Context: an optimization exercise on an open-source flow, tuned for small area, a short achievable clock period and few clock cycles. The choices shown serve that exercise and are no tape-out recipe. At most, simulation tests tie the RTL to the original design; equivalence was not proved. For runs 2 and 3, only the layout was checked, not whether the RTL still works. No activity file was given, so power comes from the tool's default toggle rates.

==> flow/design.v <==
`default_nettype none
package bus_pkg;
    typedef logic [31:0] addr_t;
    typedef logic [31:0] word_t;
    typedef logic [3:0] strobe_t;
    typedef enum logic [1:0] {
        MSIZE1 = 2'd0,    
        MSIZE4 = 2'd2     
    } msize_t;
    localparam addr_t RESET_PC = 32'hbfc00000;
endpackage
`default_nettype wire
`default_nettype none
package mips_pkg;
    localparam int OPC_LSB = 26;
    localparam int OPC_W   = 6;
    localparam int RS_LSB  = 21;
    localparam int RT_LSB  = 16;
    localparam int RD_LSB  = 11;
    localparam int REG_W   = 5;
    localparam int IMM_W   = 16;
    typedef enum logic [5:0] {
        OP_SPECIAL = 6'h00,
        OP_BEQ     = 6'h04,
        OP_BNE     = 6'h05,
        OP_ADDIU   = 6'h09,
        OP_ORI     = 6'h0d,
        OP_LUI     = 6'h0f,
        OP_LW      = 6'h23,
        OP_SB      = 6'h28,
        OP_SW      = 6'h2b
    } opcode_t;
    typedef enum logic [5:0] {
        FN_ADDU = 6'h21,
        FN_SUBU = 6'h23,
        FN_AND  = 6'h24,
        FN_OR   = 6'h25,
        FN_SLT  = 6'h2a
    } funct_t;
    typedef enum logic [2:0] {
        ALU_ADD,
        ALU_SUB,
        ALU_AND,
        ALU_OR,
        ALU_SLT,    
        ALU_LUI     
    } alu_op_t;
endpackage
`default_nettype wire
`default_nettype none
module addr_translate (
    input  bus_pkg::addr_t vaddr,
    output bus_pkg::addr_t paddr,
    output logic           uncached
);
    assign paddr[27:0]  = vaddr[27:0];
    assign paddr[31:28] = (vaddr[31:30] == 2'b10) ? {3'b000, vaddr[28]} : vaddr[31:28];
    assign uncached     = (vaddr[31:29] == 3'b101);
endmodule
`default_nettype wire
`default_nettype none
module regfile (
    input  logic           clk,
    input  logic [31:1]    rsel,
    input  logic           xsel,
    input  bus_pkg::word_t xd,
    output bus_pkg::word_t rd,
    input  logic           clr,
    input  logic           we,
    input  logic [4:0]     wa,
    input  bus_pkg::word_t wd
);
    bus_pkg::word_t regs [1:31];
    always_ff @(posedge clk) begin
        for (int i = 1; i < 32; i++) begin
            if (clr || (we && wa == 5'(i))) regs[i] <= wd;
        end
    end
    always_comb begin
        rd = xd & {32{xsel}};
        for (int i = 1; i < 32; i++) begin
            rd = rd | (regs[i] & {32{rsel[i]}});
        end
    end
endmodule
`default_nettype wire
`default_nettype none
module alu (
    input  logic [4:0]     op,
    input  logic           cin,
    input  bus_pkg::word_t a,
    input  bus_pkg::word_t b,
    output bus_pkg::word_t y
);
    bus_pkg::word_t sum;
    logic           lt;
    ks_add #(.W (32)) u_add (.a (a), .b (b), .cin (cin), .s (sum));
    assign lt  = (a[31] == b[31]) ? a[31] : sum[31];
    assign y = (sum & {32{op[0]}})
             | (a & b & {32{op[1]}})
             | ((a | b) & {32{op[2]}})
             | ({31'd0, lt} & {32{op[3]}})
             | (b & {32{op[4]}});
endmodule
`default_nettype wire
`default_nettype none
module ks_add #(
    parameter int W = 32,
    parameter int L = 5      
) (
    input  logic [W-1:0] a,
    input  logic [W-1:0] b,
    input  logic         cin,
    output logic [W-1:0] s
);
    logic [W-1:0] g [0:L];
    logic [W-1:0] p [0:L];
    logic [W-1:0] c;
    always_comb begin
        g[0] = a & b;
        p[0] = a ^ b;
        g[0][0] = (a[0] & b[0]) | (cin & (a[0] ^ b[0]));
        for (int l = 0; l < L; l++) begin
            for (int i = 0; i < W; i++) begin
                if (i >= (1 << l)) begin
                    g[l+1][i] = g[l][i] | (p[l][i] & g[l][i - (1 << l)]);
                    p[l+1][i] = p[l][i] & p[l][i - (1 << l)];
                end else begin
                    g[l+1][i] = g[l][i];
                    p[l+1][i] = p[l][i];
                end
            end
        end
        c[0] = cin;
        for (int i = 1; i < W; i++) c[i] = g[L][i-1];
        s = p[0] ^ c;
    end
endmodule
`default_nettype wire
`default_nettype none
module mips_core (
    input  logic             clk,
    input  logic             rst,
    output logic             mem_valid,
    output logic             mem_write,
    output logic             mem_uncached,
    output bus_pkg::addr_t   mem_addr,
    output bus_pkg::strobe_t mem_strobe,
    output bus_pkg::word_t   mem_wdata,
    input  bus_pkg::word_t   mem_rdata,
    input  logic             mem_ready
);
    logic        first;       
    logic        ex;          
    logic        dslot;       
    logic [3:0]  vtop;        
    logic [31:2] pc;          
    bus_pkg::word_t ir;
    bus_pkg::word_t a_q;      
    bus_pkg::word_t b_q;      
    bus_pkg::word_t y_q;      
    logic [31:1] rsel;        
    logic        ysel;        
    logic        clr;         
    logic        we;          
    logic [4:0]  wa;
    logic        wd_y, wd_mem;
    logic [4:0]  aop;
    logic        cin;
    logic        bpend;       
    logic        btk;         
    logic        sq;          
    logic        rpend;       
    logic [4:0]  rpend_rd;
    logic        byp_alu;     
    logic        c_br, c_bne, c_mem, c_lw, c_sb, c_r, c_imm, c_rsub;
    logic [4:0]  c_rd, c_rt, c_rop;
    logic [5:0] opc, fn;
    logic [4:0] rs, rt, rd;
    logic       is_r, is_addiu, is_ori, is_lui, is_lw, is_sw, is_sb, is_beq, is_bne;
    logic [4:0] r_op;
    logic       r_sub;
    assign opc = ir[31:26];
    assign fn  = ir[5:0];
    assign rs  = ir[25:21];
    assign rt  = ir[20:16];
    assign rd  = ir[15:11];
    always_comb begin
        r_op  = 5'b00000;
        r_sub = 1'b0;
        case (fn)
            6'h21:   r_op = 5'b00001;
            6'h23:   begin r_op = 5'b00001; r_sub = 1'b1; end
            6'h24:   r_op = 5'b00010;
            6'h25:   r_op = 5'b00100;
            6'h2a:   begin r_op = 5'b01000; r_sub = 1'b1; end
            default: r_op = 5'b00000;
        endcase
    end
    assign is_r     = (opc == 6'h00) & (r_op != 5'b00000);
    assign is_addiu = (opc == 6'h09);
    assign is_ori   = (opc == 6'h0d);
    assign is_lui   = (opc == 6'h0f);
    assign is_lw    = (opc == 6'h23);
    assign is_sw    = (opc == 6'h2b);
    assign is_sb    = (opc == 6'h28);
    assign is_beq   = (opc == 6'h04);
    assign is_bne   = (opc == 6'h05);
    assign c_br   = is_beq | is_bne;
    assign c_bne  = is_bne;
    assign c_mem  = is_lw | is_sw | is_sb;
    assign c_lw   = is_lw;
    assign c_sb   = is_sb;
    assign c_r    = is_r & (rd != 5'd0);
    assign c_imm  = is_addiu | is_ori | is_lui;
    assign c_rd   = rd;
    assign c_rt   = rt;
    assign c_rop  = r_op;
    assign c_rsub = r_sub;
    function automatic logic [31:1] onehot(input logic [4:0] r);
        for (int i = 1; i < 32; i++) onehot[i] = (r == 5'(i));
    endfunction
    bus_pkg::word_t rdata, alu_y, wdata;
    assign wdata  = ({32{wd_y}} & y_q) | ({32{wd_mem}} & mem_rdata);
    regfile u_rf (
        .clk (clk),
        .rsel (rsel), .xsel (ysel), .xd (y_q), .rd (rdata),
        .clr (clr), .we (we), .wa (wa), .wd (wdata)
    );
    alu u_alu (.op (aop), .cin (cin), .a (a_q), .b (b_q), .y (alu_y));
    logic        eq, fastbr, az, taken, sbr, go_data, nex;
    logic [31:2] pc_inc, pc_tgt;
    bus_pkg::addr_t xinc, xtgt, xdat, xred, nseq;
    logic        unc_d;
    logic [4:0]  nrs;
    assign eq      = (a_q == rdata);
    assign fastbr  = (rt == 5'd0);
    assign az      = (a_q == '0);
    assign taken   = ex & c_br & fastbr & (az ^ c_bne);
    assign sbr     = ex & c_br & ~fastbr;
    assign go_data = ex & c_mem;
    assign nex     = ~go_data & ~taken & ~sq;
    assign pc_inc  = pc + 30'd1;
    ks_add #(.W (30)) u_tgt (.a (pc), .b ({{14{ir[15]}}, ir[15:0]}), .cin (1'b0), .s (pc_tgt));
    addr_translate u_xi (.vaddr ({pc_inc, 2'b00}), .paddr (xinc), .uncached ());
    addr_translate u_xt (.vaddr ({pc_tgt, 2'b00}), .paddr (xtgt), .uncached ());
    addr_translate u_xd (.vaddr (alu_y), .paddr (xdat), .uncached (unc_d));
    addr_translate u_xr (.vaddr (y_q), .paddr (xred), .uncached ());
    assign nseq = go_data ? xdat : xinc;
    assign nrs  = dslot ? rs : mem_rdata[25:21];
    assign mem_valid = 1'b1;
    assign mem_wdata = b_q;
    always_ff @(posedge clk) begin
        if (rst) begin
            first     <= 1'b1;
            ex        <= 1'b0;
            dslot     <= 1'b0;
            vtop      <= 4'hb;
            mem_addr  <= 32'h1fc00000;
            mem_write <= 1'b0;
            clr       <= 1'b1;        
            we        <= 1'b0;
            wd_y      <= 1'b0;
            wd_mem    <= 1'b0;
            rpend     <= 1'b0;
            bpend     <= 1'b0;
            sq        <= 1'b0;
        end else begin
            first <= mem_ready;
            clr   <= 1'b0;
            if (mem_ready) begin
                if (!dslot) ir <= mem_rdata;
                dslot     <= go_data;
                ex        <= nex;
                mem_addr  <= sq ? xred : (taken ? xtgt : nseq);
                if (!go_data) vtop <= sq ? y_q[31:28] : (taken ? pc_tgt[31:28] : pc_inc[31:28]);
                sq        <= 1'b0;
                bpend     <= sbr;
                btk       <= eq ^ c_bne;
                mem_write <= go_data & ~c_lw;
                if (go_data) begin
                    mem_uncached <= unc_d;
                    mem_strobe   <= c_sb ? (4'b0001 << alu_y[1:0]) : 4'b1111;
                end
                if (ex) b_q <= c_sb ? {4{rdata[7:0]}} : (c_rsub ? ~rdata : rdata);
                if (ex & c_imm) y_q <= alu_y;
                if (sbr) y_q <= {pc_tgt, 2'b00};
                aop      <= c_rop;
                cin      <= c_rsub;
                rpend    <= ex & c_r;
                rpend_rd <= c_rd;
                byp_alu  <= ex & c_r & (c_rd == nrs);
                we       <= (ex & c_imm) | (go_data & c_lw);
                wa       <= c_rt;
                wd_y     <= ex & c_imm;
                wd_mem   <= go_data & c_lw;
            end else if (first) begin
                if (!dslot) pc <= {vtop, mem_addr[27:2]};
                bpend <= 1'b0;
                if (bpend & btk) begin
                    sq <= 1'b1;
                    ex <= 1'b0;
                end
                if (rpend) y_q <= alu_y;
                if (rpend) begin
                    we   <= 1'b1;
                    wa   <= rpend_rd;
                    wd_y <= 1'b1;
                end else if (!dslot) begin
                    we   <= 1'b0;
                    wd_y <= 1'b0;
                end
                if (ex) begin
                    a_q    <= byp_alu ? alu_y : rdata;
                    b_q    <= is_lui ? {ir[15:0], 16'h0000} :
                              is_ori ? {16'h0000, ir[15:0]} : {{16{ir[15]}}, ir[15:0]};
                    aop    <= is_ori ? 5'b00100 : is_lui ? 5'b10000 : 5'b00001;
                    cin    <= 1'b0;
                end
            end else begin
                if (!dslot) we <= 1'b0;
                if (ex & c_imm) y_q <= alu_y;
            end
        end
    end
    always_ff @(posedge clk) begin
        if (mem_ready) begin
            rsel <= (ex & c_imm & (c_rt == nrs)) ? '0 : onehot(nrs);
            ysel <= ex & c_imm & (c_rt == nrs) & (nrs != 5'd0);
        end else if (first) begin
            rsel <= (rpend & (rpend_rd == rt)) ? '0 : onehot(rt);
            ysel <= rpend & (rpend_rd == rt);
        end else begin
            rsel <= onehot(rt);    
            ysel <= 1'b0;
        end
    end
endmodule
`default_nettype wire
`default_nettype none
module soc_top (
    input  logic             clk,
    input  logic             rst,
    output logic             mem_valid,
    output logic             mem_write,
    output logic             mem_uncached,
    output bus_pkg::addr_t   mem_addr,
    output bus_pkg::strobe_t mem_strobe,
    output bus_pkg::word_t   mem_wdata,
    input  bus_pkg::word_t   mem_rdata,
    input  logic             mem_ready
);
    mips_core core (
        .clk, .rst,
        .mem_valid, .mem_write, .mem_uncached, .mem_addr, .mem_strobe, .mem_wdata,
        .mem_rdata, .mem_ready
    );
endmodule
`default_nettype wire
==> flow/flow/run.sh <==
#!/bin/bash
# Standard layout (the standard.sh) with timing repair aimed well below
# the 12 ns period. Gate cloning is skipped: it left high-fanout nets that
# failed the slew check after routing. The clock tree uses larger sink
# clusters and no dummy loads: fewer buffers and a shorter insertion delay.
set -o pipefail
bash standard.sh SETUP_SLACK_MARGIN=8.8 SKIP_GATE_CLONING=1 \
  "CTS_ARGS=-sink_clustering_enable -repair_clock_nets -sink_clustering_size 30 -sink_clustering_max_diameter 70 -dont_use_dummy_load" \
  finish > standard_make.log 2>&1
==> flow/standard.sh <==
#!/bin/bash
# synth_recipe.tcl (not shown) runs the flow's synth.tcl, then flattens the netlist and writes it again
# the make line also repeats each setting of config.mk as NAME=value (left out here)
make -C /OpenROAD-flow-scripts/flow DESIGN_CONFIG=/design/flow/config.mk WORK_HOME=/design/flow/orfs CLKGATE_MAP_FILE= SYNTH_SCRIPT=/design/flow/synth_recipe.tcl "${@:-finish}"
==> flow/config.mk <==
export PLATFORM = sky130hd
export DESIGN_NAME = soc_top
export DESIGN_NICKNAME = soc_top
export VERILOG_FILES = /design/flow/design.v
export SDC_FILE = /design/flow/constraint.sdc
export NUM_CORES = 4
export LEC_CHECK = 0
export CAP_MARGIN = 30
export CORE_MARGIN = 2
export CORE_UTILIZATION = 55
export SLEW_MARGIN = 30
==> flow/constraint.sdc <==
create_clock -name core_clock -period 12.0 [get_ports {clk}]
set_input_delay 2.4000 -clock core_clock [delete_from_list [all_inputs] [get_ports {clk}]]
set_output_delay 2.4000 -clock core_clock [all_outputs]
set_load 0.01 [all_outputs]
==> results of run 1 <==
## cell families (layout without fill, tap and decap cells)
| kind of cell | Yosys count | after routing | share of synthesized area [%] |
|---|---|---|---|
| compound gates | 1123 | 1123 | 15.4 |
| xor+xnor | 165 | 165 | 2.75 |
| fa+ha+maj | 97 | 97 | 2.36 |
| buf+inv | 302 | 595 | 2.24 |
| flops | 1252 | 1252 | 70.1 |
| mux | 31 | 31 | 0.620 |
| other cells | 1 | 4 | 0.00715 |
| simple gates | 699 | 699 | 6.51 |
## per-stage QoR
step | total power [mW] | utilization, % | setup WS (ns)
global placement | 6.02 | 59.0 | 7.38
global route | 8.68 | 65.2 | 8.27
CTS | 8.39 | 63.4 | 8.27
detailed placement | 6.04 | 59.0 | 7.35
floorplan | 5.60 | - | 8.17
finish | 8.50 | 65.2 | 8.26
## sequential cells by signal, indices dropped and copies added, names as in the netlist, 4 cells and up
register	count
core.pc	30
core.rsel	31
core.rpend_rd	5
core.b_q	32
core.mem_strobe	4
core.u_rf.regs	992
core.vtop	4
core.a_q	32
core.ir	32
core.wa	5
core.y_q	32
core.aop	5
core.mem_addr	32
## per-layer routing
| layer | part of all wire (%) | track usage [%] | up-vias |
|---|---|---|---|
| met2 | 46 | 64.7 | 2911 |
| li1 | - | - | 15200 |
| met5 | 0 | 0 | - |
| met1 | 34 | 52.0 | 19100 |
| met4 | 7.5 | 25.1 | 0 |
| met3 | 13 | 10.3 | 692 |
## path summary, 6_finish.rpt
path | endpoint | slack, ns | depth (start not counted)
setup / recovery | mem_wdata[18] | 8.26 | 1
setup reg to reg | core.mem_addr[31]$_SDFFE_PP0P_ | 8.44 | 16
hold / removal | core.pc[31]$_DFFE_PP_ | 0.45 | 0
hold reg to reg | core.pc[31]$_DFFE_PP_ | 0.45 | 0
## power by group through the flow
stage,Sequential (mW),Combinational [mW],Clock (mW)
after floorplan,5.17,0.433,0
after global placement,5.21,0.807,0
after detailed placement,5.22,0.818,0
after CTS,5.11,0.941,2.33
after global routing,5.13,1.07,2.48
final,5.11,1.05,2.34
## cell type report
type	instances	share of cell area [%]
Timing Repair Buffer	435	6.71
Inverter	92	0.626
Multi-Input combinational cell	2116	27.5
Tap cell	1265	2.56
Antenna cell	3	0.0122
Sequential cell	1252	59.8
Clock buffer	68	2.76
## what timing repair did
action,CTS,global route
setup endpoints to repair,1423,566
resized for setup,653,257
setup buffers,157,64
pin swaps,111,119
## cells in the final DEF, fill, tap and decap left out, drive strengths merged, types with 5 or more instances in the layout
master,count
edfxtp,1173
a22oi,424
buf,407
nand2,197
nor2,163
o21ai,159
a21oi,140
a22o,103
nand4,98
xnor2,96
ha,94
inv,91
nand3,88
dfxtp,79
a221oi,77
clkbuf,69
xor2,69
or4,28
nor4,28
clkdlybuf4s50,26
a221o,25
a21o,25
o22ai,24
a211oi,22
mux2i,19
o221ai,18
nor3,17
nand2b,16
nor2b,16
and3,15
o31ai,13
mux2,12
o21a,11
a31oi,11
o211ai,9
and2,9
o21bai,8
or2,6
a21boi,6
o41ai,5
==> results.sh, run 1 <==
export IMPL_synth_most_common_cell="edfxtp_1"
export IMPL_max_freq_ghz=0.268
export IMPL_wire_per_inst_um=39.5
export IMPL_io_pins=106
export IMPL_drive_above_1_share_pct=23.3
export IMPL_synth_area_leaders="edfxtp_1 67%, a22oi_1 6.1%, dfxtp_1 3.0%"
export IMPL_cts_sinks=1252
export IMPL_clkPwrFrac_pct=27.5
export IMPL_worstSetupStartpointType="register"
export IMPL_avgSynthCellArea_um2=14.3
export IMPL_drv_cap=0
export IMPL_cts_buffers=68
export IMPL_coreArea_mm2=0.0947
export IMPL_netlist_cell_type_count=79
export IMPL_crit_arrival_ns=1.34
export IMPL_netlist_area_mm2=0.0525
export IMPL_cts_root_buf="clkbuf_16"
export IMPL_synth_nets=3802
export IMPL_cts_hold_buf=0
export IMPL_area_growth_pct=17.7
export IMPL_intPower_mw=6.37
export IMPL_postRouteAntennaNets=0
export IMPL_grt_pass1_wl_mm=279
export IMPL_placed_cell_area_mm2=0.0559
export IMPL_p_per_area_mw_per_mm2=138
export IMPL_cpMaxStageDelayCell="edfxtp_1"
export IMPL_num_vias=37900
export IMPL_gr_usage_all_layers_pct=41.2
export IMPL_port_buffers=104
export IMPL_start_util_pct=55.4
export IMPL_dp_cells=4939
export IMPL_p_comb_share_pct=12.3
export IMPL_critPathLaunch="core.b_q[18]$_DFFE_PP_"
export IMPL_hpwl_mm=117
export IMPL_first_iter_violations=5158
export IMPL_cp_top_family="flip-flops"
export IMPL_rsz0062_at_grt="true"
export IMPL_via_per_inst=7.24
export IMPL_slowest_delay_ns=0.52
export IMPL_yosys_register_bits=1252
export IMPL_hold_start="core.vtop[3]$_SDFFE_PP1P_"
export IMPL_overflow=0
export IMPL_netlist_instances=3670
export IMPL_stdcell_count=5231
export IMPL_critical_path_max_fanout=2
export IMPL_multi_input_area_mm2=0.0170
export IMPL_h_tree_depth=3
export IMPL_drc=0
export IMPL_async_flop_share_pct=0
export IMPL_grt_max_degree=58
export IMPL_seq_power_share_pct=60.2
export IMPL_status="complete, no violations"
export IMPL_synth_top_cell_area_share_pct=67.1
export IMPL_routed_wl_mm=207
export IMPL_setup_violations=0
export IMPL_ys_top_cells_by_count="1,173 x edfxtp_1, 424 x a22oi_1, 197 x nand2_1"
export IMPL_switching_power_mw=2.13
export IMPL_report_final_hold_viol_count=0
export IMPL_fin_area_mm2=0.0618
export IMPL_fillCellCount=6791
export IMPL_cts_tree="built"
export IMPL_yosysSeqAreaShare_pct=70.1
export IMPL_first_pass_iters=5
export IMPL_path_buf_inv=1
export IMPL_ir_drop_mv=0.126
export IMPL_register_area_mm2=0.0369
export IMPL_finalCritPeriodShare_pct=31.1
export IMPL_leakage_nw=21.8
export IMPL_fin_worst_skew_ns=0.103
export IMPL_maxSlewViolCount=0
export IMPL_tightest_slew_ns=1.04
export IMPL_end_kind="primary output"
export IMPL_num_rows=113
export IMPL_r2r_start="core.cin$_SDFFCE_PN0P_"
export IMPL_clockBufferDepth=3
export IMPL_dieArea_mm2=0.0979
export IMPL_grt_pass1_vias=35400
export IMPL_yosysWarnings=9
export IMPL_antenna_found_initial=4
export IMPL_synth_edf_count=1173
export IMPL_synth_ff_type="edfxtp_1"
export IMPL_worstPathRequired_ns=9.60
export IMPL_slew_headroom_pct=29.9
export IMPL_period_needed_ns=3.74
export IMPL_die_w_um=313
export IMPL_clkTransAtPathRegs_ns=0.08
export IMPL_path_class="reg2out"
export IMPL_setup_tns_ns=0
export IMPL_fin_nets=4097
export IMPL_cp_cell_sequence="buf_2"
export IMPL_min_path_type="reg2reg"
export IMPL_synth_top_area_cell="edfxtp_1"
export IMPL_routabilityCongestion=0.976
export IMPL_hold_ws_ns=0.449
export IMPL_switching_share_pct=25.1
export IMPL_die_y_um=313
export IMPL_clock_latency_ns=0.68
Testbench counts, summed over its fixed seeds: cycles 244,580.
==> run 2: changes to the inputs <==
--- a/flow/design.v
+++ b/flow/design.v
@@ -86,33 +86,32 @@
 `default_nettype wire
 `default_nettype none
 module alu (
-    input  logic [4:0]     op,
+    input  logic [3:0]     op,
     input  logic           cin,
     input  bus_pkg::word_t a,
     input  bus_pkg::word_t b,
-    output bus_pkg::word_t y
+    output bus_pkg::word_t y,
+    output bus_pkg::word_t sum      
 );
-    bus_pkg::word_t sum;
     logic           lt;
     ks_add #(.W (32)) u_add (.a (a), .b (b), .cin (cin), .s (sum));
     assign lt  = (a[31] == b[31]) ? a[31] : sum[31];
     assign y = (sum & {32{op[0]}})
              | (a & b & {32{op[1]}})
              | ((a | b) & {32{op[2]}})
-             | ({31'd0, lt} & {32{op[3]}})
-             | (b & {32{op[4]}});
+             | ({31'd0, lt} & {32{op[3]}});
 endmodule
 `default_nettype wire
 `default_nettype none
 module ks_add #(
-    parameter int W = 32,
-    parameter int L = 5      
+    parameter int W = 32
 ) (
     input  logic [W-1:0] a,
     input  logic [W-1:0] b,
     input  logic         cin,
     output logic [W-1:0] s
 );
+    localparam int L = $clog2(W);
     logic [W-1:0] g [0:L];
     logic [W-1:0] p [0:L];
     logic [W-1:0] c;
@@ -165,7 +164,7 @@
     logic        we;          
     logic [4:0]  wa;
     logic        wd_y, wd_mem;
-    logic [4:0]  aop;
+    logic [3:0]  aop;
     logic        cin;
     logic        bpend;       
     logic        btk;         
@@ -174,11 +173,12 @@
     logic [4:0]  rpend_rd;
     logic        byp_alu;     
     logic        c_br, c_bne, c_mem, c_lw, c_sb, c_r, c_imm, c_rsub;
-    logic [4:0]  c_rd, c_rt, c_rop;
+    logic [4:0]  c_rd, c_rt;
+    logic [3:0]  c_rop;
     logic [5:0] opc, fn;
     logic [4:0] rs, rt, rd;
     logic       is_r, is_addiu, is_ori, is_lui, is_lw, is_sw, is_sb, is_beq, is_bne;
-    logic [4:0] r_op;
+    logic [3:0] r_op;
     logic       r_sub;
     assign opc = ir[31:26];
     assign fn  = ir[5:0];
@@ -186,18 +186,18 @@
     assign rt  = ir[20:16];
     assign rd  = ir[15:11];
     always_comb begin
-        r_op  = 5'b00000;
+        r_op  = 4'b0000;
         r_sub = 1'b0;
         case (fn)
-            6'h21:   r_op = 5'b00001;
-            6'h23:   begin r_op = 5'b00001; r_sub = 1'b1; end
-            6'h24:   r_op = 5'b00010;
-            6'h25:   r_op = 5'b00100;
-            6'h2a:   begin r_op = 5'b01000; r_sub = 1'b1; end
-            default: r_op = 5'b00000;
+            6'h21:   r_op = 4'b0001;
+            6'h23:   begin r_op = 4'b0001; r_sub = 1'b1; end
+            6'h24:   r_op = 4'b0010;
+            6'h25:   r_op = 4'b0100;
+            6'h2a:   begin r_op = 4'b1000; r_sub = 1'b1; end
+            default: r_op = 4'b0000;
         endcase
     end
-    assign is_r     = (opc == 6'h00) & (r_op != 5'b00000);
+    assign is_r     = (opc == 6'h00) & (r_op != 4'b0000);
     assign is_addiu = (opc == 6'h09);
     assign is_ori   = (opc == 6'h0d);
     assign is_lui   = (opc == 6'h0f);
@@ -220,14 +220,14 @@
     function automatic logic [31:1] onehot(input logic [4:0] r);
         for (int i = 1; i < 32; i++) onehot[i] = (r == 5'(i));
     endfunction
-    bus_pkg::word_t rdata, alu_y, wdata;
+    bus_pkg::word_t rdata, alu_y, alu_s, wdata;
     assign wdata  = ({32{wd_y}} & y_q) | ({32{wd_mem}} & mem_rdata);
     regfile u_rf (
         .clk (clk),
         .rsel (rsel), .xsel (ysel), .xd (y_q), .rd (rdata),
         .clr (clr), .we (we), .wa (wa), .wd (wdata)
     );
-    alu u_alu (.op (aop), .cin (cin), .a (a_q), .b (b_q), .y (alu_y));
+    alu u_alu (.op (aop), .cin (cin), .a (a_q), .b (b_q), .y (alu_y), .sum (alu_s));
     logic        eq, fastbr, az, taken, sbr, go_data, nex;
     logic [31:2] pc_inc, pc_tgt;
     bus_pkg::addr_t xinc, xtgt, xdat, xred, nseq;
@@ -244,7 +244,7 @@
     ks_add #(.W (30)) u_tgt (.a (pc), .b ({{14{ir[15]}}, ir[15:0]}), .cin (1'b0), .s (pc_tgt));
     addr_translate u_xi (.vaddr ({pc_inc, 2'b00}), .paddr (xinc), .uncached ());
     addr_translate u_xt (.vaddr ({pc_tgt, 2'b00}), .paddr (xtgt), .uncached ());
-    addr_translate u_xd (.vaddr (alu_y), .paddr (xdat), .uncached (unc_d));
+    addr_translate u_xd (.vaddr (alu_s), .paddr (xdat), .uncached (unc_d));
     addr_translate u_xr (.vaddr (y_q), .paddr (xred), .uncached ());
     assign nseq = go_data ? xdat : xinc;
     assign nrs  = dslot ? rs : mem_rdata[25:21];
@@ -280,7 +280,7 @@
                 mem_write <= go_data & ~c_lw;
                 if (go_data) begin
                     mem_uncached <= unc_d;
-                    mem_strobe   <= c_sb ? (4'b0001 << alu_y[1:0]) : 4'b1111;
+                    mem_strobe   <= c_sb ? (4'b0001 << alu_s[1:0]) : 4'b1111;
                 end
                 if (ex) b_q <= c_sb ? {4{rdata[7:0]}} : (c_rsub ? ~rdata : rdata);
                 if (ex & c_imm) y_q <= alu_y;
@@ -311,10 +311,10 @@
                     wd_y <= 1'b0;
                 end
                 if (ex) begin
-                    a_q    <= byp_alu ? alu_y : rdata;
+                    a_q    <= is_lui ? '0 : (byp_alu ? alu_y : rdata);
                     b_q    <= is_lui ? {ir[15:0], 16'h0000} :
                               is_ori ? {16'h0000, ir[15:0]} : {{16{ir[15]}}, ir[15:0]};
-                    aop    <= is_ori ? 5'b00100 : is_lui ? 5'b10000 : 5'b00001;
+                    aop    <= is_ori ? 4'b0100 : 4'b0001;
                     cin    <= 1'b0;
                 end
             end else begin
==> run 2 against run 1 <==
Against the previous run: global-route usage rose by 1.8 points; core utilization grew 1.2 points; still clean on timing, DRC and antenna; fmax down 2.2%; combinational power grew 12%; largest power group unchanged.
==> results.sh, run 2 <==
export IMPL_tightest_slew_ns=1.05
export IMPL_clock_latency_ns=0.75
export IMPL_grt_pass1_vias=36000
export IMPL_switching_share_pct=25.9
export IMPL_routed_wl_mm=217
export IMPL_period_needed_ns=3.82
export IMPL_hold_path_depth=0
export IMPL_p_per_area_mw_per_mm2=135
export IMPL_netlist_cell_type_count=87
export IMPL_switching_power_mw=2.20
export IMPL_synth_ff_type="edfxtp_1"
export IMPL_port_buffers=104
export IMPL_path_class="reg2out"
export IMPL_io_pins=106
export IMPL_drv_cap=0
export IMPL_report_final_hold_viol_count=0
export IMPL_worstPathRequired_ns=9.60
export IMPL_final_cell_mix="1,172 x edfxtp_1, 416 x a22oi_1, 260 x buf_4, 156 x nand2_1, 116 x nor2_1"
export IMPL_clockBufferDepth=3
export IMPL_first_pass_iters=6
export IMPL_cts_hold_buf=0
export IMPL_yosysSeqAreaShare_pct=69.9
export IMPL_cts_sinks=1251
export IMPL_r2r_setup_slack_ns=8.33
export IMPL_area_growth_pct=19.6
export IMPL_leakage_nw=22.2
export IMPL_num_rows=113
export IMPL_critical_path_max_fanout=3
export IMPL_finalCritPeriodShare_pct=31.8
export IMPL_synth_area_leaders="edfxtp_1 67%, a22oi_1 5.9%, dfxtp_1 3.0%"
export IMPL_cp_top_family="flip-flops"
export IMPL_via_per_inst=7.30
export IMPL_intPower_mw=6.29
export IMPL_wire_per_inst_um=41.1
export IMPL_fin_nets=4131
export IMPL_clkPwrFrac_pct=25.9
export IMPL_yosys_register_bits=1251
export IMPL_die_y_um=313
export IMPL_start_util_pct=55.5
export IMPL_min_path_type="reg2reg"
export IMPL_netlist_instances=3662
export IMPL_synth_top_area_cell="edfxtp_1"
export IMPL_yosysWarnings=9
export IMPL_cpMaxStageDelayCell="edfxtp_1"
export IMPL_cts_root_buf="clkbuf_16"
export IMPL_slew_headroom_pct=29.9
export IMPL_r2r_start="core.b_q[0]$_DFFE_PP_"
export IMPL_regMostFlops="core.u_rf.regs"
export IMPL_p_total_mw=8.49
export IMPL_h_tree_depth=2
export IMPL_postRouteAntennaNets=0
export IMPL_reg2reg_depth=14
export IMPL_dieArea_mm2=0.0982
export IMPL_slowest_delay_ns=0.52
export IMPL_synth_top_cell_area_share_pct=66.8
export IMPL_overflow=0
export IMPL_cts_buffers=60
export IMPL_layout_commonest_cell="edfxtp_1"
export IMPL_path_buf_inv=1
export IMPL_fin_worst_skew_ns=0.0958
export IMPL_gr_usage_all_layers_pct=43.0
export IMPL_largest_register_ffs=992
export IMPL_end_kind="primary output"
export IMPL_avgSynthCellArea_um2=14.4
export IMPL_hold_start="core.vtop[2]$_SDFFE_PP0P_"
export IMPL_seq_power_share_pct=60.2
export IMPL_coreArea_mm2=0.0949
export IMPL_ys_top_cells_by_count="1,172 x edfxtp_1, 417 x a22oi_1, 177 x nand2_1"
export IMPL_cts_tree="built"
export IMPL_p_comb_share_pct=13.9
export IMPL_fin_ws_ns=8.18
export IMPL_maxSlewViolCount=0
export IMPL_synth_most_common_cell="edfxtp_1"
export IMPL_synth_nets=3794
export IMPL_async_flop_share_pct=0
export IMPL_num_vias=38400
export IMPL_drc=0
export IMPL_hpwl_mm=126
export IMPL_die_w_um=313
export IMPL_netlist_area_mm2=0.0526
export IMPL_fillCellCount=6774
export IMPL_max_freq_ghz=0.262
export IMPL_clkTransAtPathRegs_ns=0.08
export IMPL_grt_max_degree=62
export IMPL_setup_violations=0
export IMPL_drive_above_1_share_pct=25.6
export IMPL_crit_arrival_ns=1.42
export IMPL_cp_cell_sequence="buf_2"
export IMPL_grt_pass1_wl_mm=289
export IMPL_ir_drop_mv=0.116
export IMPL_place_ws_ns=7.16
export IMPL_setup_tns_ns=0
export IMPL_r2r_end="core.y_q[26]$_DFFE_PP_"
export IMPL_rsz0062_at_grt="true"
export IMPL_routabilityCongestion=1.01
export IMPL_whs_endpoint="core.pc[30]$_DFFE_PP_"
export IMPL_synth_edf_count=1172
export IMPL_first_iter_violations=6173
export IMPL_antenna_found_initial=5
export IMPL_worstSetupStartpointType="register"
export IMPL_status="complete, no violations"
==> run 2: routing by layer <==
layer / vias up / share of wire (%) / global-route usage (%)
met3: 795 / 13 / 10.7
met5: - / 0.0060 / 0
li1: 15300 / - / -
met2: 3186 / 46 / 68.4
met1: 19200 / 32 / 52.3
met4: 2 / 9.0 / 28.8
==> run 2: power groups by stage <==
stage / logic [mW] / registers [mW] / clock network [mW]
after floorplan: 0.438 / 5.17 / 0
after global placement: 0.844 / 5.21 / 0
after detailed placement: 0.858 / 5.22 / 0
after CTS: 1.04 / 5.11 / 2.19
after global routing: 1.19 / 5.13 / 2.32
final: 1.18 / 5.11 / 2.20
==> run 2: cell type report <==
| class | instances | area, um2 | share of cell area [%] |
|---|---|---|---|
| multi-input cells | 2086 | 17600 | 28.0 |
| well taps | 1265 | 1580 | 2.51 |
| repair buffers | 485 | 4850 | 7.70 |
| diodes | 2 | 5.00 | 0.00795 |
| inverters | 115 | 478 | 0.759 |
| clock buffers | 60 | 1500 | 2.38 |
| flip-flops and latches | 1251 | 36900 | 58.7 |
==> run 2: per-stage QoR <==
step	utilization [%]	instance area [um2]	hold slack, ns	cells
6_report	66.4	63000	0.446	5264
2_1_floorplan	-	53300	0.409	3662
5_1_grt	66.4	63000	0.458	5262
4_1_cts	64.2	60900	0.443	5176
3_5_place_dp	59.0	56000	0.423	4932
3_3_place_gp	58.8	55700	0.429	4915
==> run 2: cells by family after synthesis <==
kind of cell	synth area share, %
fa+ha+maj	2.35
simple gates	6.60
buf+inv	2.60
mux	0.494
xor+xnor	2.71
compound gates	15.4
flops	69.9
other cells	0.00712
==> run 2: worst max-delay path by stage <==
stage	startpoint	depth (start not counted)	to	slack (ns)
global route	core.b_q[27]$_DFFE_PP_	1	mem_wdata[27]	8.18
CTS	core.b_q[27]$_DFFE_PP_	1	mem_wdata[27]	8.17
finish	core.b_q[27]$_DFFE_PP_	1	mem_wdata[27]	8.18
floorplan	rst	3	core.ir[0]$_DFFE_PP_	8.08
global placement	mem_ready	4	core.b_q[8]$_DFFE_PP_	7.19
detailed placement	mem_ready	4	core.b_q[22]$_DFFE_PP_	7.16
==> run 2: timing repair <==
item / CTS / global route
resized for setup: 814 / 243
pin swaps: 158 / 183
setup buffers: 184 / 86
endpoints found under the setup margin: 1371 / 680
==> run 3: changes to the inputs <==
--- a/flow/design.v
+++ b/flow/design.v
@@ -265,6 +265,7 @@
             rpend     <= 1'b0;
             bpend     <= 1'b0;
             sq        <= 1'b0;
+            b_q       <= '0;
         end else begin
             first <= mem_ready;
             clr   <= 1'b0;
==> run 3 against run 2 <==
Against the previous run: still clean; fmax is 7.4% higher; final cell count is 0.42% lower; clock power is 6% higher; worst hold slack better by 0.0013 ns; via count is 0.30% higher; core utilization is 0.49 points lower; first-iteration DRC count is 4.8% higher; count of clock-buffer cells in the layout is 8 higher; synthesized cell count is 0.66% higher; critical path depth stayed put; sequential power hardly changed; critical endpoint is now mem_addr[4].
==> results.sh, run 3 <==
export IMPL_status="complete, no violations"
export IMPL_regMostFlops="core.u_rf.regs"
export IMPL_largest_register_ffs=992
export IMPL_tightest_slew_ns=0.994
export IMPL_fin_worst_skew_ns=0.113
export IMPL_path_buf_inv=1
export IMPL_coreArea_mm2=0.0949
export IMPL_routabilityCongestion=1.00
export IMPL_layout_commonest_cell="edfxtp_1"
export IMPL_p_comb_share_pct=14.4
export IMPL_via_per_inst=7.35
export IMPL_crit_arrival_ns=1.16
export IMPL_netlist_instances=3686
export IMPL_grt_pass1_vias=35800
export IMPL_netlist_area_mm2=0.0526
export IMPL_netlist_cell_type_count=91
export IMPL_setup_violations=0
export IMPL_start_util_pct=55.4
export IMPL_cp_cell_sequence="buf_6"
export IMPL_max_freq_ghz=0.281
export IMPL_intPower_mw=6.43
export IMPL_synth_area_leaders="edfxtp_1 65%, a22oi_1 6.1%, dfxtp_1 4.2%"
export IMPL_yosysWarnings=9
export IMPL_yosysSeqAreaShare_pct=69.3
export IMPL_clock_latency_ns=0.69
export IMPL_num_vias=38500
export IMPL_grt_pass1_wl_mm=287
export IMPL_drive_above_1_share_pct=25.2
export IMPL_async_flop_share_pct=0
export IMPL_cpMaxStageDelayCell="dfxtp_4"
export IMPL_rsz0062_at_grt="true"
export IMPL_first_iter_violations=6467
export IMPL_io_pins=106
export IMPL_multi_input_area_mm2=0.0177
export IMPL_slowest_delay_ns=0.37
export IMPL_end_kind="primary output"
export IMPL_register_area_mm2=0.0367
export IMPL_finalCritPeriodShare_pct=29.6
export IMPL_wire_per_inst_um=41.0
export IMPL_synth_top_cell_area_share_pct=65.1
export IMPL_gr_usage_all_layers_pct=42.5
export IMPL_critical_path_max_fanout=2
export IMPL_routed_wl_mm=215
export IMPL_hold_ws_ns=0.447
export IMPL_switching_share_pct=26.1
export IMPL_yosys_register_bits=1251
export IMPL_synth_most_common_cell="edfxtp_1"
export IMPL_maxSlewViolCount=0
export IMPL_port_buffers=104
export IMPL_drc=0
export IMPL_overflow=0
export IMPL_cts_buffers=68
export IMPL_clkTransAtPathRegs_ns=0.10
export IMPL_ys_top_cells_by_count="1,140 x edfxtp_1, 430 x a22oi_1, 155 x nand2_1"
export IMPL_report_final_hold_viol_count=0
export IMPL_cts_tree="built"
export IMPL_dieArea_mm2=0.0981
export IMPL_area_growth_pct=18.9
export IMPL_postRouteAntennaNets=0
export IMPL_slew_headroom_pct=33.8
export IMPL_hpwl_mm=120
export IMPL_die_y_um=313
export IMPL_die_w_um=313
export IMPL_first_pass_iters=6
export IMPL_clockBufferDepth=3
export IMPL_setup_tns_ns=0
export IMPL_cts_root_buf="clkbuf_16"
export IMPL_synth_edf_count=1140
export IMPL_synth_ff_type="edfxtp_1"
export IMPL_p_per_area_mw_per_mm2=139
export IMPL_clkPwrFrac_pct=26.9
export IMPL_switching_power_mw=2.27
export IMPL_h_tree_depth=3
export IMPL_cts_sinks=1251
export IMPL_synth_top_area_cell="edfxtp_1"
export IMPL_final_cell_mix="1,140 x edfxtp_1, 423 x a22oi_1, 238 x buf_4, 149 x nand2_1, 112 x nor2_1"
export IMPL_avgSynthCellArea_um2=14.3
export IMPL_synth_nets=3818
export IMPL_ir_drop_mv=0.121
export IMPL_fin_nets=4108
export IMPL_leakage_nw=21.9
export IMPL_worstSetupStartpointType="register"
export IMPL_path_class="reg2out"
export IMPL_fillCellCount=6843
export IMPL_seq_power_share_pct=58.7
export IMPL_antenna_found_initial=8
export IMPL_num_rows=113
export IMPL_worstPathRequired_ns=9.60
export IMPL_drv_cap=0
export IMPL_cp_top_family="flip-flops"
export IMPL_grt_max_degree=64
export IMPL_min_path_type="reg2reg"
export IMPL_period_needed_ns=3.56
run 3: logic make-up (layout without fill, tap and decap cells):
logic type / after synthesis / count (layout) / share of synthesized area (%)
AO/OA/AOI/OAI: 1186 / 1186 / 16.4
XOR/XNOR: 160 / 160 / 2.68
multiplexers: 15 / 15 / 0.302
adder cells (fa/ha/maj): 97 / 97 / 2.35
flip-flops: 1251 / 1251 / 69.3
buffers and inverters: 308 / 596 / 2.35
other: 1 / 4 / 0.00713
AND/OR/NAND/NOR: 668 / 668 / 6.61
run 3: metal layers:
layer	track usage [%]	routed length, um	up-vias	share of wire [%]
met1	54.9	73100	19400	34
met3	10.4	29700	722	14
met4	25.3	16900	4	7.8
li1	-	-	15300	-
met2	65.7	95400	3163	44
met5	0	27	-	0.013
run 3: through the flow:
stage | cells | utilization (%) | area [um2] | total power [mW] | worst slack (ns)
2_1_floorplan | 3686 | - | 53400 | 5.65 | 8.02
3_5_place_dp | 4921 | 58.8 | 55800 | 6.15 | 6.86
4_1_cts | 5153 | 63.9 | 60600 | 8.56 | 8.42
6_report | 5242 | 65.9 | 62500 | 8.71 | 8.44
3_3_place_gp | 4921 | 58.8 | 55800 | 6.13 | 6.87
5_1_grt | 5239 | 65.9 | 62500 | 8.87 | 8.43
run 3: final timing paths:
path                                                     from                         end  slack, ns  cells after the start
worst max-delay path            core.mem_addr[4]$_SDFFE_PP0P_                 mem_addr[4]       8.44                      1
worst min-delay path                core.vtop[3]$_SDFFE_PP1P_       core.pc[31]$_DFFE_PP_       0.45                      0
worst max register to register         core.cin$_SDFFCE_PN0P_  core.a_q[29]$_SDFFCE_PP0P_       8.62                     15
worst min register to register      core.vtop[3]$_SDFFE_PP1P_       core.pc[31]$_DFFE_PP_       0.45                      0
run 3: final cells by class:
type,instances,share of cell area [%]
multi-input cells,2127,28.3
inverters,92,0.593
diodes,3,0.0120
well taps,1265,2.53
flip-flops and latches,1251,58.7
repair buffers,436,7.20
clock buffers,68,2.72
run 3: what timing repair did:
item / 4_1_cts / 5_1_grt
cloned: 0 / 0
pin swaps: 99 / 139
hold buffers: 0 / 0
gates resized for setup: 779 / 219
setup buffers: 164 / 85
setup endpoints to repair: 1359 / 492
run 3: power groups by stage:
stage	Sequential [mW]	Clock [mW]	Combinational (mW)
global placement	5.20	0	0.935
CTS	5.11	2.34	1.12
floorplan	5.16	0	0.495
detailed placement	5.21	0	0.939
finish	5.11	2.34	1.25
global route	5.13	2.48	1.27
==> run 4: changes to the inputs <==
--- a/flow/design.v
+++ b/flow/design.v
@@ -104,14 +104,14 @@
 `default_nettype wire
 `default_nettype none
 module ks_add #(
-    parameter int W = 32
+    parameter int W = 32,
+    parameter int L = 5      
 ) (
     input  logic [W-1:0] a,
     input  logic [W-1:0] b,
     input  logic         cin,
     output logic [W-1:0] s
 );
-    localparam int L = $clog2(W);
     logic [W-1:0] g [0:L];
     logic [W-1:0] p [0:L];
     logic [W-1:0] c;
--- a/flow/config.mk
+++ b/flow/config.mk
@@ -7,5 +7,5 @@
 export LEC_CHECK = 0
 export CAP_MARGIN = 30
 export CORE_MARGIN = 2
-export CORE_UTILIZATION = 55
+export CORE_UTILIZATION = 60
 export SLEW_MARGIN = 30
==> run 4 against run 3 <==
Against the previous run: still clean; first-iteration DRC count grew 5.0%; combinational power is essentially flat; sequential power barely moved; core utilization increased by 5.4 points; critical endpoint is now mem_addr[26]; largest cell class unchanged.
==> results.sh, run 4 <==
export IMPL_ir_drop_mv=0.176
export IMPL_synth_ff_type="edfxtp_1"
export IMPL_final_core_util_pct=71.3
export IMPL_netlist_instances=3686
export IMPL_postRouteAntennaNets=0
export IMPL_maxSlewViolCount=0
export IMPL_routed_wl_mm=206
export IMPL_end_kind="primary output"
export IMPL_setup_violations=0
export IMPL_grt_max_degree=70
export IMPL_synth_mux_area_share_pct=0.302
export IMPL_h_tree_depth=2
export IMPL_routabilityCongestion=1.01
export IMPL_netlist_cell_type_count=91
export IMPL_synth_compound_area_share_pct=16.4
export IMPL_clkTransAtPathRegs_ns=0.11
export IMPL_p_per_area_mw_per_mm2=137
export IMPL_switching_power_mw=2.21
export IMPL_cp_num_cells=1
export IMPL_final_cell_mix="1,140 x edfxtp_1, 425 x a22oi_1, 238 x buf_4, 145 x nand2_1, 116 x buf_6"
export IMPL_cts_buffers=58
export IMPL_period_needed_ns=3.61
export IMPL_clkPwrFrac_pct=25.1
export IMPL_slowest_delay_ns=0.41
export IMPL_num_vias=38600
export IMPL_crit_arrival_ns=1.21
export IMPL_synth_area_leaders="edfxtp_1 65%, a22oi_1 6.1%, dfxtp_1 4.2%"
export IMPL_regMostFlops="core.u_rf.regs"
export IMPL_clockBufferDepth=3
export IMPL_num_rows=108
export IMPL_critPathLaunch="core.mem_addr[26]$_SDFFE_PP1P_"
export IMPL_yosysWarnings=9
export IMPL_drc=0
export IMPL_path_class="reg2out"
export IMPL_intPower_mw=6.28
export IMPL_antenna_found_initial=6
export IMPL_avgSynthCellArea_um2=14.3
export IMPL_cp_cell_sequence="buf_6"
export IMPL_async_flop_share_pct=0
export IMPL_hold_path_depth=0
export IMPL_report_final_hold_viol_count=0
export IMPL_fin_worst_skew_ns=0.107
export IMPL_reg2reg_depth=17
export IMPL_area_growth_pct=17.7
export IMPL_synth_top_family_by_area="compound AO/OA/AOI/OAI gates"
export IMPL_gr_usage_all_layers_pct=45.0
export IMPL_tightest_slew_ns=0.963
export IMPL_overflow=0
export IMPL_cts_root_buf="clkbuf_16"
export IMPL_cpMaxStageDelayCell="dfxtp_4"
export IMPL_yosysSeqAreaShare_pct=69.3
export IMPL_first_pass_iters=6
export IMPL_cp_top_family="flip-flops"
export IMPL_synth_most_common_cell="edfxtp_1"
export IMPL_ys_top_cells_by_count="1,140 x edfxtp_1, 430 x a22oi_1, 155 x nand2_1"
export IMPL_crit_path_end="mem_addr[26]"
export IMPL_first_iter_violations=6793
export IMPL_yosys_register_bits=1251
export IMPL_coreArea_mm2=0.0868
export IMPL_max_freq_ghz=0.277
export IMPL_grt_pass1_wl_mm=280
export IMPL_critical_path_max_fanout=2
export IMPL_drive_above_1_share_pct=25.3
export IMPL_start_util_pct=60.6
export IMPL_min_path_type="reg2reg"
export IMPL_synth_top_area_cell="edfxtp_1"
export IMPL_die_w_um=300
export IMPL_path_buf_inv=1
export IMPL_slew_headroom_pct=35.8
export IMPL_rsz0062_at_grt="true"
export IMPL_cts_sinks=1251
export IMPL_setup_tns_ns=0
export IMPL_r2r_start="core.a_q[0]$_SDFFCE_PP0P_"
export IMPL_synth_edf_count=1140
export IMPL_port_buffers=104
export IMPL_wire_per_inst_um=40.2
export IMPL_netlist_area_mm2=0.0526
export IMPL_largest_register_ffs=992
export IMPL_synthSimpleGateAreaFrac_pct=6.61
export IMPL_clock_latency_ns=0.70
export IMPL_status="complete, no violations"
export IMPL_worstPathRequired_ns=9.60
export IMPL_synth_xor_area_share_pct=2.68
export IMPL_die_y_um=300
export IMPL_synth_nets=3818
export IMPL_fin_ws_ns=8.39
export IMPL_seq_power_share_pct=60.2
export IMPL_switching_share_pct=26.0
export IMPL_p_comb_share_pct=14.7
export IMPL_layout_commonest_cell="edfxtp_1"
export IMPL_leakage_nw=21.7
export IMPL_finalCritPeriodShare_pct=30.1
export IMPL_fin_nets=4103
export IMPL_hpwl_mm=118
export IMPL_fillCellCount=5723
export IMPL_drv_cap=0
export IMPL_synth_top_cell_area_share_pct=65.1
export IMPL_worstSetupStartpointType="register"
export IMPL_dieArea_mm2=0.0900
export IMPL_grt_pass1_vias=36000
export IMPL_r2r_end="core.a_q[26]$_SDFFCE_PP0P_"
export IMPL_r2r_setup_slack_ns=8.52
export IMPL_io_pins=106
export IMPL_synthAdderAreaFrac_pct=2.35
export IMPL_via_per_inst=7.54
export IMPL_cts_tree="built"
export IMPL_place_ws_ns=6.90
## run 4: cell counts after synthesis
No cell type changed its count.
## run 4: final cells by class
class,instances,area (um2),share of cell area [%]
sequential,1251,36700,59.3
multi-input combinational,2127,17500,28.3
timing repair buffer,441,4420,7.14
clock buffer,58,1450,2.35
tap,1155,1450,2.34
inverter,92,373,0.603
antenna,2,5.00,0.00809
## run 4: per-layer routing
layer	vias to the layer above	track usage, %	routed length, um
met5	-	0	20
met4	4	28.5	17400
met3	832	13.7	30700
met2	3463	68.5	90500
met1	19100	56.7	67500
li1	15300	-	-
## run 4: how the worst min path moves through the flow
stage	start	end	slack, ns
3_3_place_gp	core.vtop[2]$_SDFFE_PP0P_	core.pc[30]$_DFFE_PP_	0.43
5_1_grt	core.mem_addr[13]$_SDFFE_PP0P_	core.pc[13]$_DFFE_PP_	0.46
3_5_place_dp	core.vtop[2]$_SDFFE_PP0P_	core.pc[30]$_DFFE_PP_	0.42
6_report	core.vtop[2]$_SDFFE_PP0P_	core.pc[30]$_DFFE_PP_	0.45
4_1_cts	core.vtop[2]$_SDFFE_PP0P_	core.pc[30]$_DFFE_PP_	0.44
2_1_floorplan	core.vtop[0]$_SDFFE_PP1P_	core.pc[28]$_DFFE_PP_	0.41
## run 4: what timing repair did
item,4_1_cts,5_1_grt
hold buffers,0,0
endpoints found under the setup margin,1347,478
gates resized for setup,759,208
buffers inserted,173,75
pin swaps,92,126
gates cloned,0,0
## run 4: kinds of logic after synthesis
logic type / count (synthesis)
AOI/OAI and AO/OA: 1186
and+or+nand+nor: 668
muxes: 15
DFF: 1251
xor gates and xnor gates: 160
other: 1
adders and majority gates: 97
buffers and inverters: 308
## run 4: per-stage QoR
step / power (mW) / instances / hold WS (ns) / instance area (um2)
final: 8.49 / 5126 / 0.451 / 61900
after global placement: 6.11 / 4817 / 0.429 / 55600
after detailed placement: 6.14 / 4818 / 0.424 / 55700
after floorplan: 5.65 / 3686 / 0.409 / 53400
after global routing: 8.64 / 5124 / 0.458 / 61900
after CTS: 8.32 / 5049 / 0.442 / 60300
## run 4: power by group through the flow
| stage | Clock [mW] | Combinational, mW | Sequential [mW] |
|---|---|---|---|
| 6_report | 2.13 | 1.24 | 5.11 |
| 5_1_grt | 2.25 | 1.26 | 5.12 |
| 3_5_place_dp | 0 | 0.926 | 5.21 |
| 2_1_floorplan | 0 | 0.495 | 5.16 |
| 4_1_cts | 2.11 | 1.10 | 5.11 |
| 3_3_place_gp | 0 | 0.918 | 5.20 |
## run 4: worst reg2reg max path, delay by kind of cell, from the launching register on
family | cells | cell delay [ns]
AND/OR/NAND/NOR | 1 | 0.14
buffers and inverters | 6 | 0.88
XOR/XNOR | 1 | 0.17
AO/OA/AOI/OAI | 7 | 1.00
adder cells (fa/ha/maj) | 2 | 0.60
flip-flops | 1 | 0.42
Testbench counts of run 4, summed over its fixed seeds: cycles 244,580.
==> run 5: changes to the inputs <==
--- a/flow/config.mk
+++ b/flow/config.mk
@@ -7,5 +7,6 @@
 export LEC_CHECK = 0
 export CAP_MARGIN = 30
 export CORE_MARGIN = 2
-export CORE_UTILIZATION = 60
+export CORE_UTILIZATION = 55
 export SLEW_MARGIN = 30
+export TNS_END_PERCENT = 10
==> run 5 against run 4 <==
Against the previous run: core utilization shrank 8.8 points; die area grew 9.0%; still clean; sequential cell count unchanged; clock power increased by 12%; clock skew shrank 0.018 ns; combinational power shrank 11%; register-to-register slack lost 0.09 ns; sequential share of layout area increased by 2.5 points; total power up 1.3%.
==> results.sh, run 5 <==
export IMPL_port_buffers=104
export IMPL_maxSlewViolCount=0
export IMPL_start_util_pct=55.4
export IMPL_async_flop_share_pct=0
export IMPL_r2r_setup_slack_ns=8.43
export IMPL_period_needed_ns=3.57
export IMPL_via_per_inst=7.38
export IMPL_synth_area_leaders="edfxtp_1 65%, a22oi_1 6.1%, dfxtp_1 4.2%"
export IMPL_whs_endpoint="core.pc[30]$_DFFE_PP_"
export IMPL_r2r_end="core.btk$_DFFE_PP_"
export IMPL_die_y_um=313
export IMPL_synth_top_area_cell="edfxtp_1"
export IMPL_num_vias=37900
export IMPL_tightest_slew_ns=1.08
export IMPL_routed_wl_mm=209
export IMPL_clkPwrFrac_pct=27.7
export IMPL_path_buf_inv=1
export IMPL_slew_headroom_pct=27.8
export IMPL_netlist_area_mm2=0.0526
export IMPL_yosysWarnings=9
export IMPL_cp_cell_sequence="buf_4, a221oi_1, nand3_1, or4_1, xnor2_1, nand4_1, nor4_1, nand2_1, xnor2_1"
export IMPL_netlist_cell_type_count=91
export IMPL_end_kind="register"
export IMPL_seq_power_share_pct=59.4
export IMPL_stdcell_count=5139
export IMPL_cpMostUsedCell="xnor2_1"
export IMPL_setup_tns_ns=0
export IMPL_antenna_found_initial=6
export IMPL_wire_per_inst_um=40.6
export IMPL_reg2reg_depth=9
export IMPL_min_path_type="reg2reg"
export IMPL_switching_share_pct=25.9
export IMPL_synth_edf_count=1140
export IMPL_avgSynthCellArea_um2=14.3
export IMPL_worstSetupStartpointType="register"
export IMPL_overflow=0
export IMPL_dp_cells=4923
export IMPL_final_cell_mix="1,140 x edfxtp_1, 429 x a22oi_1, 187 x buf_4, 150 x nand2_1, 128 x o21ai_0"
export IMPL_hold_start="core.vtop[2]$_SDFFE_PP0P_"
export IMPL_io_pins=106
export IMPL_num_rows=113
export IMPL_intPower_mw=6.37
export IMPL_die_w_um=313
export IMPL_leakage_nw=20.7
export IMPL_drive_above_1_share_pct=18.5
export IMPL_cts_hold_buf=0
export IMPL_grt_max_degree=70
export IMPL_ir_drop_mv=0.120
export IMPL_coreArea_mm2=0.0949
export IMPL_drv_cap=0
export IMPL_p_per_area_mw_per_mm2=145
export IMPL_setup_violations=0
export IMPL_max_freq_ghz=0.280
export IMPL_synth_nets=3818
export IMPL_yosysSeqAreaShare_pct=69.3
export IMPL_postRouteAntennaNets=0
export IMPL_synth_top_cell_area_share_pct=65.1
export IMPL_clkTransAtPathRegs_ns=0.10
export IMPL_rsz0062_at_grt="true"
export IMPL_path_class="reg2reg"
export IMPL_grt_pass1_wl_mm=283
export IMPL_switching_power_mw=2.22
export IMPL_clockBufferDepth=3
export IMPL_report_final_hold_viol_count=0
export IMPL_fillCellCount=6993
export IMPL_fin_worst_skew_ns=0.0894
export IMPL_cts_buffers=70
export IMPL_cts_root_buf="clkbuf_16"
export IMPL_grt_pass1_vias=35400
export IMPL_multi_input_area_mm2=0.0163
export IMPL_status="complete, no violations"
export IMPL_clock_latency_ns=0.69
export IMPL_netlist_instances=3686
export IMPL_cp_top_family="simple AND/OR/NAND/NOR gates"
export IMPL_crit_arrival_ns=3.97
export IMPL_cpMaxStageDelayCell="or4_1"
export IMPL_slowest_delay_ns=0.84
export IMPL_drc=0
export IMPL_fin_nets=4000
export IMPL_ys_top_cells_by_count="1,140 x edfxtp_1, 430 x a22oi_1, 155 x nand2_1"
export IMPL_cts_tree="built"
export IMPL_critical_path_max_fanout=22
export IMPL_gr_usage_all_layers_pct=42.0
export IMPL_regMostFlops="core.u_rf.regs"
export IMPL_synth_most_common_cell="edfxtp_1"
export IMPL_first_pass_iters=6
export IMPL_layout_commonest_cell="edfxtp_1"
export IMPL_yosys_register_bits=1251
export IMPL_r2r_start="core.rsel[1]$_DFF_P_"
export IMPL_largest_register_ffs=992
export IMPL_hpwl_mm=120
export IMPL_finalCritPeriodShare_pct=29.7
export IMPL_area_growth_pct=12.8
export IMPL_cts_sinks=1251
export IMPL_p_comb_share_pct=12.8
export IMPL_dieArea_mm2=0.0981
export IMPL_register_area_mm2=0.0366
export IMPL_hold_path_depth=0
export IMPL_synth_ff_type="edfxtp_1"
export IMPL_routabilityCongestion=0.977
export IMPL_worstPathRequired_ns=12.40
export IMPL_first_iter_violations=6055
export IMPL_h_tree_depth=3
-- run 5: changes by cell type in the layout (fill, tap and decap cells not counted), moves of 32 or more --
cell	before	now
buf_6	116	19
a221oi_1	45	78
buf_2	7	72
a221oi_2	37	5
buf_4	238	187
o21ai_0	92	128
-- run 5: how the worst max path moves through the flow --
| stage | from | end | cells past startpoint |
|---|---|---|---|
| after global placement | mem_ready | core.y_q[29]$_DFFE_PP_ | 6 |
| after floorplan | rst | core.a_q[0]$_SDFFCE_PP0P_ | 3 |
| final | core.rsel[1]$_DFF_P_ | core.btk$_DFFE_PP_ | 9 |
| after global routing | core.cin$_SDFFCE_PN0P_ | core.mem_addr[27]$_SDFFE_PP1P_ | 15 |
| after CTS | core.b_q[15]$_SDFFE_PP0P_ | mem_wdata[15] | 1 |
| after detailed placement | mem_ready | core.y_q[29]$_DFFE_PP_ | 6 |
-- run 5: area by class of cell --
type / instances / share of cell area [%]
diodes: 8 / 0.0338
inverters: 92 / 0.606
repair buffers: 326 / 4.49
well taps: 1265 / 2.67
multi-input cells: 2127 / 27.5
clock buffers: 70 / 2.95
flip-flops and latches: 1251 / 61.8
-- run 5: cells by family after synthesis --
kind of cell	share of synthesized area, %
AOI/OAI and AO/OA	16.4
xor gates and xnor gates	2.68
adders and majority gates	2.35
and+or+nand+nor	6.61
buffers and inverters	2.35
other	0.00713
muxes	0.302
DFF	69.3
-- run 5: repair_timing --
action                                  in CTS  in global routing
pin swaps                                   52                 33
endpoints found under the setup margin    1385               1064
buffers inserted                           125                 13
hold endpoints to repair                     0                  0
resized for setup                          589                 49
-- run 5: power by group through the flow --
| stage | logic (mW) | clock network, mW | registers (mW) |
|---|---|---|---|
| finish | 1.10 | 2.38 | 5.11 |
| global route | 1.12 | 2.52 | 5.12 |
| detailed placement | 0.914 | 0 | 5.21 |
| global placement | 0.908 | 0 | 5.20 |
| CTS | 1.04 | 2.38 | 5.11 |
| floorplan | 0.463 | 0 | 5.16 |
-- run 5: through the flow --
stage          power, mW  hold slack (ns)  cell area [um2]  setup WS (ns)  util (%)
4_1_cts             8.53            0.429            58900           8.43      62.1
6_report            8.60            0.434            59300           8.43      62.5
3_5_place_dp        6.12            0.425            55300           6.21      58.3
2_1_floorplan       5.62            0.409            52700           8.02         -
5_1_grt             8.76            0.437            59300           8.43      62.5
3_3_place_gp        6.10            0.424            55300           6.46      58.3
-- run 5: metal layers --
layer  track usage (%)  vias to the layer above  share of wire, %
met1              54.8                    19200                35
met4              27.0                        2               7.9
met2              63.6                     3089                44
met3              9.87                      684                13
met5                 0                        -            0.0062
li1                  -                    15000                 -
==> run 6: changes to the inputs <==
--- a/flow/config.mk
+++ b/flow/config.mk
@@ -9,4 +9,3 @@
 export CORE_MARGIN = 2
 export CORE_UTILIZATION = 55
 export SLEW_MARGIN = 30
-export TNS_END_PERCENT = 10
==> run 6 against run 5 <==
Against the previous run: final cell count rose by 2.0%; total power is 1.3% higher; register-to-register slack improved by 0.19 ns; combinational power is 14% higher; largest cell class unchanged.
==> results.sh, run 6 <==
export IMPL_report_final_hold_viol_count=0
export IMPL_ir_drop_mv=0.121
export IMPL_ys_top_cells_by_count="1,140 x edfxtp_1, 430 x a22oi_1, 155 x nand2_1"
export IMPL_coreArea_mm2=0.0949
export IMPL_hpwl_mm=120
export IMPL_synth_most_common_cell="edfxtp_1"
export IMPL_synth_top_cell_area_share_pct=65.1
export IMPL_synth_area_leaders="edfxtp_1 65%, a22oi_1 6.1%, dfxtp_1 4.2%"
export IMPL_cpMaxStageDelayCell="dfxtp_4"
export IMPL_min_path_type="reg2reg"
export IMPL_dieArea_mm2=0.0981
export IMPL_placed_cell_area_mm2=0.0558
export IMPL_slowest_delay_ns=0.37
export IMPL_finalCritPeriodShare_pct=29.6
export IMPL_gr_usage_all_layers_pct=42.5
export IMPL_netlist_instances=3686
export IMPL_overflow=0
export IMPL_fin_area_mm2=0.0625
export IMPL_end_kind="primary output"
export IMPL_clock_latency_ns=0.69
export IMPL_maxSlewViolCount=0
export IMPL_p_total_mw=8.71
export IMPL_yosysSeqAreaShare_pct=69.3
export IMPL_dp_cells=4921
export IMPL_worstPathRequired_ns=9.60
export IMPL_clockBufferDepth=3
export IMPL_fin_nets=4108
export IMPL_cts_root_buf="clkbuf_16"
export IMPL_area_growth_pct=18.9
export IMPL_drv_cap=0
export IMPL_routed_wl_mm=215
export IMPL_period_needed_ns=3.56
export IMPL_grt_pass1_vias=35800
export IMPL_rsz0062_at_grt="true"
export IMPL_synth_edf_count=1140
export IMPL_cts_sinks=1251
export IMPL_cts_buffers=68
export IMPL_routabilityCongestion=1.00
export IMPL_leakage_nw=21.9
export IMPL_drive_above_1_share_pct=25.2
export IMPL_first_pass_iters=6
export IMPL_p_per_area_mw_per_mm2=139
export IMPL_netlist_area_mm2=0.0526
export IMPL_synth_ff_type="edfxtp_1"
export IMPL_clkTransAtPathRegs_ns=0.10
export IMPL_io_pins=106
export IMPL_num_rows=113
export IMPL_wire_per_inst_um=41.0
export IMPL_start_util_pct=55.4
export IMPL_largest_register_ffs=992
export IMPL_yosys_register_bits=1251
export IMPL_final_cell_mix="1,140 x edfxtp_1, 423 x a22oi_1, 238 x buf_4, 149 x nand2_1, 112 x nor2_1"
export IMPL_tightest_slew_ns=0.994
export IMPL_avgSynthCellArea_um2=14.3
export IMPL_drc=0
export IMPL_async_flop_share_pct=0
export IMPL_multi_input_area_mm2=0.0177
export IMPL_antenna_found_initial=8
export IMPL_via_per_inst=7.35
export IMPL_setup_tns_ns=0
export IMPL_status="complete, no violations"
export IMPL_cts_tree="built"
export IMPL_port_buffers=104
export IMPL_final_core_util_pct=65.9
export IMPL_h_tree_depth=3
export IMPL_cp_top_family="flip-flops"
export IMPL_cp_cell_sequence="buf_6"
export IMPL_slew_headroom_pct=33.8
export IMPL_crit_arrival_ns=1.16
export IMPL_setup_violations=0
export IMPL_synth_nets=3818
export IMPL_register_area_mm2=0.0367
export IMPL_worstSetupStartpointType="register"
export IMPL_die_w_um=313
export IMPL_regMostFlops="core.u_rf.regs"
export IMPL_postRouteAntennaNets=0
export IMPL_critical_path_max_fanout=2
export IMPL_grt_max_degree=64
export IMPL_num_vias=38500
export IMPL_first_iter_violations=6467
export IMPL_path_buf_inv=1
export IMPL_die_y_um=313
export IMPL_grt_pass1_wl_mm=287
export IMPL_synth_top_area_cell="edfxtp_1"
export IMPL_yosysWarnings=9
export IMPL_cts_hold_buf=0
export IMPL_netlist_cell_type_count=91
export IMPL_fillCellCount=6843
export IMPL_path_class="reg2out"
export IMPL_stdcell_count=5242
export IMPL_layout_commonest_cell="edfxtp_1"
export IMPL_max_freq_ghz=0.281
export IMPL_fin_worst_skew_ns=0.113
run 6: cell counts after synthesis:
No cell type changed its count.
run 6: path summary, 6_finish.rpt:
path                                       from                         end  slack [ns]  depth (start not counted)
setup reg to reg         core.cin$_SDFFCE_PN0P_  core.a_q[29]$_SDFFCE_PP0P_        8.62                         15
hold / removal        core.vtop[3]$_SDFFE_PP1P_       core.pc[31]$_DFFE_PP_        0.45                          0
hold reg to reg       core.vtop[3]$_SDFFE_PP1P_       core.pc[31]$_DFFE_PP_        0.45                          0
setup / recovery  core.mem_addr[4]$_SDFFE_PP0P_                 mem_addr[4]        8.44                          1
run 6: layout make-up:
type                    count  area share [%]
diodes                      3          0.0120
clock buffers              68            2.72
inverters                  92           0.593
multi-input cells        2127            28.3
flip-flops and latches   1251            58.7
well taps                1265            2.53
repair buffers            436            7.20
run 6: logic make-up (layout without fill, tap and decap cells):
logic type | after synthesis | in the layout | share of synthesized area (%)
buffers and inverters | 308 | 596 | 2.35
other | 1 | 4 | 0.00713
AND/OR/NAND/NOR | 668 | 668 | 6.61
multiplexers | 15 | 15 | 0.302
XOR/XNOR | 160 | 160 | 2.68
adder cells (fa/ha/maj) | 97 | 97 | 2.35
flip-flops | 1251 | 1251 | 69.3
AO/OA/AOI/OAI | 1186 | 1186 | 16.4
run 6: per-layer routing:
layer	share of wire (%)	wire, um	global-route usage, %
met1	34	73100	54.9
met2	44	95400	65.7
met3	14	29700	10.4
met4	7.8	16900	25.3
met5	0.013	27	0
run 6: report_power, final:
part | leakage, nW | switching, mW | internal, mW
sequential | 12.6 | 0.124 | 4.99
combinational | 8.50 | 0.819 | 0.435
clock | 0.838 | 1.33 | 1.01
run 6: through the flow:
stage / hold slack [ns] / setup slack [ns]
after floorplan: 0.409 / 8.02
after global placement: 0.426 / 6.87
after detailed placement: 0.421 / 6.86
after CTS: 0.439 / 8.42
after global routing: 0.456 / 8.43
final: 0.447 / 8.44
run 6: what timing repair did:
item / 4_1_cts / 5_1_grt
pin swaps: 99 / 139
endpoints found under the setup margin: 1359 / 492
gates resized for setup: 779 / 219
buffers inserted: 164 / 85

[afterwards: timing with drivers on the ports]
How much do the figures lean on ideal ports? The routed layouts below were timed once more, with nothing changed but the port constraints. Step 1 assumes that a clkbuf_16 drives the clock port and a buf_2 every other input. Step 2, shift: input delay + t, output delay - t, t = (earliest + latest rising clock arrival at the registers) / 2. This alone moves slack from input paths to output paths. a / b / c = ideal ports / drivers / drivers and shift; a / b = the first two.
run | t, ns | slack for setup (ns) | clock arrival spread, ns
run 1 | 0.707 | 8.264 / 8.193 / 8.024 | 0.107 / 0.107
run 2 | 0.779 | 8.180 / 8.105 / 7.930 | 0.112 / 0.112
run 3 | 0.713 | 8.443 / 8.367 / 7.821 | 0.123 / 0.122
run 4 | 0.722 | 8.391 / 8.318 / 7.847 | 0.108 / 0.108
run 5 | 0.724 | 8.434 / 8.367 / 7.822 | 0.092 / 0.092
run 6 | 0.713 | 8.443 / 8.367 / 7.821 | 0.123 / 0.122
After both steps every run listed still meets setup and hold.
